Background: an optimization exercise with open tools, aiming at small area. Do not read the settings as production practice. For this run, only the layout was checked, not whether the RTL still works. Power figures rest on the tool's default switching activity, not on a simulated workload.

[design.v]
package param_bus_datapath_pkg;
  localparam int SRC_HI     = 0;
  localparam int SRC_LO     = 1;
  localparam int SRC_ZHI    = 2;
  localparam int SRC_ZLO    = 3;
  localparam int SRC_PC     = 4;
  localparam int SRC_MDR    = 5;
  localparam int SRC_INPORT = 6;
  localparam int SRC_CSEXT  = 7;
  localparam int SRC_EXT    = 8;
  localparam int SRC_COUNT  = 9;
  localparam logic [1:0] CON_EQZ = 2'b00;
  localparam logic [1:0] CON_NEZ = 2'b01;
  localparam logic [1:0] CON_POS = 2'b10;
  localparam logic [1:0] CON_NEG = 2'b11;
  typedef enum logic [1:0] {
    MEM_IDLE = 2'd0,
    MEM_RD   = 2'd1,
    MEM_WR   = 2'd2
  } mem_state_e;
  function automatic integer src_w(input integer nreg);
    src_w = $clog2(nreg + SRC_COUNT);
  endfunction
endpackage
import param_bus_datapath_pkg::*;
module mem_if_fsm #(
  parameter int MAX_WAIT = 15
) (
  input  logic clk,
  input  logic clr,
  input  logic mem_rd,
  input  logic mem_wr,
  input  logic mem_ack,
  output logic mem_req,
  output logic mem_we,
  output logic mem_busy,
  output logic mem_done,
  output logic mem_err,
  output logic mem_idle,
  output logic rd_active
);
  localparam int CNT_W = (MAX_WAIT < 2) ? 1 : $clog2(MAX_WAIT);
  localparam logic [CNT_W-1:0] CNT_LAST = CNT_W'(MAX_WAIT - 1);
  logic             busy_q, wr_q, done_q, err_q;
  logic [CNT_W-1:0] cnt_q;
  logic             finish, timeout;
  assign timeout = (cnt_q == CNT_LAST);
  assign finish  = mem_ack | timeout;
  always_ff @(posedge clk) begin
    cnt_q <= busy_q ? cnt_q + 1'b1 : '0;
  end
  always_ff @(posedge clk or negedge clr) begin
    if (!clr) begin
      busy_q <= 1'b0;
      wr_q   <= 1'b0;
      done_q <= 1'b0;
      err_q  <= 1'b0;
    end else begin
      if (busy_q) begin
        busy_q <= ~finish;
        wr_q   <= wr_q & ~finish;
      end else begin
        busy_q <= mem_rd ^ mem_wr;
        wr_q   <= mem_wr & ~mem_rd;
      end
      done_q <= busy_q & mem_ack;
      err_q  <= err_q | (busy_q ? (~mem_ack & timeout) : (mem_rd & mem_wr));
    end
  end
  assign mem_req   = busy_q;
  assign mem_we    = wr_q;
  assign mem_busy  = busy_q;
  assign mem_done  = done_q;
  assign mem_err   = err_q;
  assign mem_idle  = ~busy_q;
  assign rd_active = busy_q & ~wr_q;
endmodule
import param_bus_datapath_pkg::*;
module param_bus_datapath #(
  parameter  int DATA_W   = 32,
  parameter  int NREG     = 16,
  parameter  int ADDR_W   = 9,
  parameter  int MAX_WAIT = 15,
  localparam int SRC_W    = param_bus_datapath_pkg::src_w(NREG)
) (
  input  logic                clk,
  input  logic                clr,
  input  logic [SRC_W-1:0]    bus_src,
  input  logic [NREG-1:0]     reg_in,
  input  logic                hi_in,
  input  logic                lo_in,
  input  logic                pc_in,
  input  logic                ir_in,
  input  logic                y_in,
  input  logic                z_in,
  input  logic                mar_in,
  input  logic                mdr_in,
  input  logic                con_in,
  input  logic                out_in,
  input  logic                ba_mode,
  input  logic [DATA_W-1:0]   ext_bus,
  output logic [DATA_W-1:0]   alu_a,
  output logic [DATA_W-1:0]   alu_b,
  input  logic [2*DATA_W-1:0] alu_res,
  input  logic                mem_rd,
  input  logic                mem_wr,
  output logic                mem_req,
  output logic                mem_we,
  output logic [ADDR_W-1:0]   mem_addr,
  output logic [DATA_W-1:0]   mem_wdata,
  input  logic [DATA_W-1:0]   mem_rdata,
  input  logic                mem_ack,
  output logic                mem_busy,
  output logic                mem_done,
  output logic                mem_err,
  input  logic [DATA_W-1:0]   in_data,
  input  logic                in_strobe,
  output logic [DATA_W-1:0]   out_port,
  output logic [DATA_W-1:0]   ir_out,
  output logic                con_out
);
  localparam int CODE_HI     = NREG + SRC_HI;
  localparam int CODE_LO     = NREG + SRC_LO;
  localparam int CODE_ZHI    = NREG + SRC_ZHI;
  localparam int CODE_ZLO    = NREG + SRC_ZLO;
  localparam int CODE_PC     = NREG + SRC_PC;
  localparam int CODE_MDR    = NREG + SRC_MDR;
  localparam int CODE_INPORT = NREG + SRC_INPORT;
  localparam int CODE_CSEXT  = NREG + SRC_CSEXT;
  localparam int CODE_EXT    = NREG + SRC_EXT;
  logic [DATA_W-1:0]   regs_q [NREG];
  logic [DATA_W-1:0]   hi_q, lo_q, pc_q;
  logic [2*DATA_W-1:0] zn_q;        
  logic [DATA_W-1:0]   inportn_q;   
  logic [NREG-1:0]     rv_q;
  logic                hiv_q, lov_q, pcv_q, zv_q, inv_q;
  logic [DATA_W-1:0]   ir_q, y_q, mdr_q, out_q;
  logic [ADDR_W-1:0]   mar_q;
  logic                con_q;
  logic [DATA_W-1:0]   bus;
  logic                con_cond;
  logic                mem_idle;
  logic                rd_active;
  logic                rd_capture;
  logic [NREG-1:0]     sel_r;
  logic sel_hi, sel_lo, sel_zh, sel_zl, sel_pc, sel_mdr, sel_inp, sel_cs, sel_ext;
  always_comb begin
    for (int i = 0; i < NREG; i++)
      sel_r[i] = (bus_src == SRC_W'(i)) && rv_q[i];
    if (ba_mode) sel_r[0] = 1'b0;
    sel_hi  = (bus_src == SRC_W'(CODE_HI))     && hiv_q;
    sel_lo  = (bus_src == SRC_W'(CODE_LO))     && lov_q;
    sel_zh  = (bus_src == SRC_W'(CODE_ZHI))    && zv_q;
    sel_zl  = (bus_src == SRC_W'(CODE_ZLO))    && zv_q;
    sel_pc  = (bus_src == SRC_W'(CODE_PC))     && pcv_q;
    sel_mdr = (bus_src == SRC_W'(CODE_MDR));
    sel_inp = (bus_src == SRC_W'(CODE_INPORT)) && inv_q;
    sel_cs  = (bus_src == SRC_W'(CODE_CSEXT));
    sel_ext = (bus_src == SRC_W'(CODE_EXT));
  end
  always_comb begin
    bus = '0;
    for (int i = 0; i < NREG; i++)
      bus = bus | ({DATA_W{sel_r[i]}} & regs_q[i]);
    bus = bus | ({DATA_W{sel_hi}}  & hi_q)
              | ({DATA_W{sel_lo}}  & lo_q)
              | ({DATA_W{sel_zh}}  & ~zn_q[2*DATA_W-1:DATA_W])
              | ({DATA_W{sel_zl}}  & ~zn_q[DATA_W-1:0])
              | ({DATA_W{sel_pc}}  & pc_q)
              | ({DATA_W{sel_mdr}} & mdr_q)
              | ({DATA_W{sel_inp}} & ~inportn_q)
              | ({DATA_W{sel_cs}}  & {{(DATA_W-19){ir_q[18]}}, ir_q[18:0]})
              | ({DATA_W{sel_ext}} & ext_bus);
  end
  always_comb begin
    case (ir_q[20:19])
      CON_EQZ: con_cond = (bus == '0);
      CON_NEZ: con_cond = (bus != '0);
      CON_POS: con_cond = ~bus[DATA_W-1];
      default: con_cond = bus[DATA_W-1];
    endcase
  end
  logic [DATA_W-1:0]   bus_n;
  logic [DATA_W-1:0]   regs_d [NREG];
  logic [DATA_W-1:0]   hi_d, lo_d, pc_d, inportn_d;
  logic [2*DATA_W-1:0] zn_d;
  assign bus_n = ~bus;
  for (genvar g = 0; g < NREG; g++) begin : g_reg
    bus_hold #(.W(DATA_W)) u_hold (.en(reg_in[g]), .dn(bus_n), .q(regs_q[g]), .y(regs_d[g]));
  end
  bus_hold #(.W(DATA_W))   u_hold_hi (.en(hi_in),     .dn(bus_n),   .q(hi_q),      .y(hi_d));
  bus_hold #(.W(DATA_W))   u_hold_lo (.en(lo_in),     .dn(bus_n),   .q(lo_q),      .y(lo_d));
  bus_hold #(.W(DATA_W))   u_hold_pc (.en(pc_in),     .dn(bus_n),   .q(pc_q),      .y(pc_d));
  bus_hold #(.W(2*DATA_W)) u_hold_z  (.en(z_in),      .dn(alu_res), .q(zn_q),      .y(zn_d));
  bus_hold #(.W(DATA_W))   u_hold_in (.en(in_strobe), .dn(in_data), .q(inportn_q), .y(inportn_d));
  always_ff @(posedge clk) begin
    for (int i = 0; i < NREG; i++)
      regs_q[i] <= regs_d[i];
    hi_q      <= hi_d;
    lo_q      <= lo_d;
    pc_q      <= pc_d;
    zn_q      <= zn_d;
    inportn_q <= inportn_d;
  end
  always_ff @(posedge clk or negedge clr) begin
    if (!clr) begin
      rv_q  <= '0;
      hiv_q <= 1'b0;
      lov_q <= 1'b0;
      pcv_q <= 1'b0;
      zv_q  <= 1'b0;
      inv_q <= 1'b0;
    end else begin
      rv_q  <= rv_q | reg_in;
      hiv_q <= hiv_q | hi_in;
      lov_q <= lov_q | lo_in;
      pcv_q <= pcv_q | pc_in;
      zv_q  <= zv_q | z_in;
      inv_q <= inv_q | in_strobe;
    end
  end
  always_ff @(posedge clk or negedge clr) begin
    if (!clr) begin
      ir_q  <= '0;
      y_q   <= '0;
      mar_q <= '0;
      mdr_q <= '0;
      out_q <= '0;
      con_q <= 1'b0;
    end else begin
      if (ir_in)  ir_q  <= bus;
      if (y_in)   y_q   <= bus;
      if (out_in) out_q <= bus;
      if (con_in) con_q <= con_cond;
      if (mar_in && mem_idle) mar_q <= bus[ADDR_W-1:0];
      if (rd_capture)                mdr_q <= mem_rdata;
      else if (mdr_in && !rd_active) mdr_q <= bus;
    end
  end
  mem_if_fsm #(
    .MAX_WAIT (MAX_WAIT)
  ) u_mem_if_fsm (
    .clk       (clk),
    .clr       (clr),
    .mem_rd    (mem_rd),
    .mem_wr    (mem_wr),
    .mem_ack   (mem_ack),
    .mem_req   (mem_req),
    .mem_we    (mem_we),
    .mem_busy  (mem_busy),
    .mem_done  (mem_done),
    .mem_err   (mem_err),
    .mem_idle  (mem_idle),
    .rd_active (rd_active)
  );
  assign rd_capture = rd_active && mem_ack;
  assign alu_a     = y_q;
  assign alu_b     = bus;
  assign mem_addr  = mar_q;
  assign mem_wdata = mdr_q;
  assign out_port  = out_q;
  assign ir_out    = ir_q;
  assign con_out   = con_q;
endmodule
module bus_hold #(
  parameter int W = 32
) (
  input  logic         en,
  input  logic [W-1:0] dn,
  input  logic [W-1:0] q,
  output logic [W-1:0] y
);
  logic [W-1:0] t;
  hold_nor #(.W(W)) u_nor (.en(en), .q(q), .t(t));
  hold_aoi #(.W(W)) u_aoi (.en(en), .dn(dn), .t(t), .y(y));
endmodule
module hold_nor #(
  parameter int W = 32
) (
  input  logic         en,
  input  logic [W-1:0] q,
  output logic [W-1:0] t
);
  assign t = ~({W{en}} | q);
endmodule
module hold_aoi #(
  parameter int W = 32
) (
  input  logic         en,
  input  logic [W-1:0] dn,
  input  logic [W-1:0] t,
  output logic [W-1:0] y
);
  assign y = ~(({W{en}} & dn) | t);
endmodule
[run.sh]
#!/bin/bash
# synth_recipe.tcl (not shown) runs the flow's synth.tcl, then flattens the netlist and writes it again
# the make line also repeats each setting of config.mk as NAME=value (left out here)
make -C /OpenROAD-flow-scripts/flow DESIGN_CONFIG=/design/flow/config.mk WORK_HOME=/design/flow/orfs CLKGATE_MAP_FILE= SYNTH_SCRIPT=/design/flow/synth_recipe.tcl finish
[config.mk]
export PLATFORM = sky130hd
export DESIGN_NAME = param_bus_datapath
export DESIGN_NICKNAME = param_bus_datapath
export VERILOG_FILES = /design/flow/design.v
export SDC_FILE = /design/flow/constraint.sdc
export NUM_CORES = 4
export LEC_CHECK = 0
export CAP_MARGIN = 20
export CORE_MARGIN = 2
export CORE_UTILIZATION = 40
export SETUP_SLACK_MARGIN = 0.1
export SLEW_MARGIN = 20
export SYNTH_HIERARCHICAL = 1
[constraint.sdc]
create_clock -name core_clock -period 5.0 [get_ports {clk}]
set_input_delay 1.0000 -clock core_clock [delete_from_list [all_inputs] [get_ports {clk}]]
set_output_delay 1.0000 -clock core_clock [all_outputs]
set_load 0.01 [all_outputs]
==> results.txt <==
==> worst max-delay path by stage <==
| stage | from | endpoint | slack [ps] |
|---|---|---|---|
| 3_5_place_dp | bus_src[4] | alu_b[25] | -350 |
| 2_1_floorplan | bus_src[1] | alu_b[24] | 180 |
| 5_1_grt | bus_src[1] | alu_b[26] | 20 |
| 4_1_cts | bus_src[1] | alu_b[25] | 80 |
| 3_3_place_gp | bus_src[4] | con_q | -370 |
| 6_report | bus_src[4] | alu_b[2] | 100 |
==> flip-flops by register name (all words and copies together), names as in the netlist, 4 cells and up <==
name,flops
hi_q,32
ir_q,32
regs_q,512
zn_q,64
u_mem_if_fsm.cnt_q,4
mar_q,9
out_q,32
inportn_q,32
y_q,32
mdr_q,32
lo_q,32
rv_q,16
pc_q,32
==> layout by cell type, fill, tap and decap left out, types with 14 or more instances in the layout <==
cell type,count
a21oi_1,821
a222oi_1,14
a22o_1,14
a22oi_1,271
and3_1,28
and4_1,17
buf_12,33
buf_2,16
buf_4,282
clkbuf_1,24
clkbuf_16,97
clkbuf_8,15
clkdlybuf4s50_1,323
clkinv_2,16
dfrtp_1,163
dfxtp_1,708
dlygate4sd2_1,14
inv_1,33
mux2i_1,32
nand2_1,79
nand3_1,28
nand4_1,35
nor2_1,821
nor3_1,19
nor4_4,15
o21ai_0,37
or2_2,22
==> cell type report <==
class / instances / area, µm²
multi-input combinational: 2442 / 13400
clock buffer: 136 / 2720
tap: 1080 / 1350
inverter: 35 / 131
timing repair buffer: 687 / 6440
fill: 7828 / 40500
sequential: 871 / 18300
antenna: 3 / 7.51
clock inverter: 42 / 467
==> worst reg2reg max path: stages, from the launching register on <==
cell,delay (ps)
dfrtp_1,380
nor4b_1,170
and2_1,220
buf_12,150
buf_12,150
a22oi_1,220
nand3_2,130
nor4_4,350
buf_4,210
buf_4,150
buf_4,330
nand4_1,150
or4_1,580
and3b_1,250
o211ai_1,90
==> power by group through the flow <==
stage / Sequential, W / Clock [W] / Combinational, W
after floorplan: 0.00908 / 0 / 0.00180
after global placement: 0.00925 / 0 / 0.00388
after detailed placement: 0.00926 / 0 / 0.00395
after CTS: 0.00915 / 0.00728 / 0.00399
after global routing: 0.00929 / 0.00756 / 0.00429
final: 0.00918 / 0.00721 / 0.00402
==> routing by layer <==
metal | track usage [%] | up-vias | routed length (µm)
met4 | 14.9 | 2 | 7590
met3 | 5.80 | 358 | 12700
li1 | - | 13800 | -
met2 | 50.6 | 1698 | 64000
met5 | 0 | - | 8
met1 | 41.6 | 14700 | 55700
==> through the flow <==
stage          std cells  setup slack [ps]  setup TNS [ps]  hold WS [ps]  cell area, µm²
3_5_place_dp        5103              -354           -1920           445           39100
6_report            5296               105               0           418           42800
4_1_cts             5288              83.4               0           451           42600
5_1_grt             5294              22.0               0           468           42800
3_3_place_gp        5103              -372           -2230           446           39100
2_1_floorplan       3611               175               0           430           33500
==> kinds of logic (layout without fill, tap and decap cells) <==
kind of cell             after synthesis  after routing  share of synthesized area (%)
AO/OA/AOI/OAI                       1249           1249                           22.1
XOR/XNOR                               1              1                         0.0262
adder cells (fa/ha/maj)                4              4                          0.150
buffers and inverters                298            900                           6.84
flip-flops                           871            871                           54.6
multiplexers                          33             33                          0.991
other                                  0              3                              0
AND/OR/NAND/NOR                     1155           1155                           15.4
==> timing repair <==
item / CTS / global route
pin swaps: 30 / 28
hold buffers: 0 / 0
setup buffers: 7 / 5
endpoints found under the hold margin: 0 / 0
gates resized for setup: 85 / 28
endpoints found under the setup margin: 31 / 24
==> reports/results.ini <==
[cells_and_area]
area_growth_pct=27.9
utilization_pct=51.4
final_nets=4335
drive_above_1_share_pct=14.8

[sta]
finalMaxSlewViolations=0
clock.fmax_mhz=204
setup_viol_count_final=0
period_needed_ps=4900
rsz0062_at_grt=true
tightest_slew_ps=1100
fin_skew_ps=27.4
hold_violations=0
post-route-period-util_pct=97.9
max_slew_margin_pct=26.8

[logic_synthesis]
synthCells=3611
synth_commonest_cells=nor2_1 (824), a21oi_1 (821), dfxtp_1 (708), a22oi_1 (280), dfrtp_1 (163)
yosys-top-cells-area=dfxtp_1 (42%), a21oi_1 (12%), dfrtp_1 (12%)
yosys.cell_types.count=63
async_flop_share_pct=18.7
synth_top_area_share_pct=42.4
ys_ff_latch=871
synth_area_um2=33500
syn_avg_cell_area_um2=9.27
synth-seq-area-share_pct=54.6
yosysTopAreaCell=dfxtp_1
ys.flop_type=dfxtp_1
synth_most_common_cell=nor2_1
syn_nets=3813
synth_edf_count=0
yosysWarnings=11

[power_and_ir_drop]
pwr-share-clk_pct=35.3
power_frac_comb_pct=19.7
fin_total_pwr_w=0.0204
internal-power_w=0.0142
swShare_pct=30.7
p_sw_w=0.00626
peakVddDrop_uv=317
leakagePower_nw=17.8
p_seq_share_pct=45.0
power_density_nw_per_um2=477

[clock_network]
root_buffer=clkbuf_16
cts_tree=yes
htreeDepth=3
clkTransAtPathRegs_ps=60
numCtsBuffers=96
cts.path.max_buffers=3
clock_latency_ps=670
cts.sinks=871

[setup_path]
timing.rr.end=con_q
worst_path_most_repeated_cell=buf_4
worstSetupEndpointType=primary output
rrSetupSlack_ps=1350
crit_chain=clkdlybuf4s50_1, buf_6, buf_6, nor3b_2, and2_1, buf_4, buf_4, buf_4, a221o_1, nor4_4, inv_1, clkdlybuf4s50_1
r2r-start=rv_q[0]
cp.arrival_ps=3900
worstSetupPathType=in -> out
start_kind=primary input
cp.depth=12
crit_path_max_fanout=21
critPathRequiredTime_ps=4000
cp_top_family=buffers and inverters
rr_worst_depth=14
crit_slowest_cell=clkdlybuf4s50_1
slowest_delay_ps=480
path_buf_inv=8

[floorplan]
core.rowCount=106
ios=373
die_w_um=293
die_y_um=293
core-area_um2=83300
dieArea_um2=86000
start_util_pct=40.2

[worst_hold_path]
hold_path_class=in -> async

[run_status]
outcome=timing/DRC/antenna clean

[detailed_routing]
wl_um=140000
drtIter0Drc=4073
drc=0
ant_nets=0
vias=30600
wl_per_cell_um=26.4
first_pass_iters=7
viasPerCell=5.79

[place]
hpwlAfterDp_um=96800
gp_congestion=0.930
io_buffer_count=372

[grt]
grt_pass1_vias=28200
antenna_found_initial=3
grt_pass1_wl_um=199000
grt_max_degree=95
grt_use_total_pct=31.7
gr-total-overflow=0

[job]
cap_viol_max_count=0

==> static timing again, ports no longer ideal <==
No port has a modelled driver above. Below, the same layout with a new extraction and two added sets of constraints. Step 1 assumes that a clkbuf_16 drives the clock port and a buf_2 every other input. Step 2 moves the port delays by t, midway between the first and last clock arrival at a register: inputs arrive t later, outputs are due t later. That takes back most of the time a late clock gives input paths. Slacks: no drivers / after step 1 / after step 2; pairs: no drivers / after step 1.
shift t [ns]: 0.733
slack for setup (ns): 0.105 / -0.002 / -0.168
worst hold slack (ns): 0.418 / 0.381 / 0.467
clock arrival spread, ns: 0.029 / 0.028
pins driven straight from the clock port: 1
With both steps, setup timing fails in this run, where it was met with ideal ports. For this run, drivers alone change the setup slack by -0.107 ns; drivers and shift together by -0.273 ns.
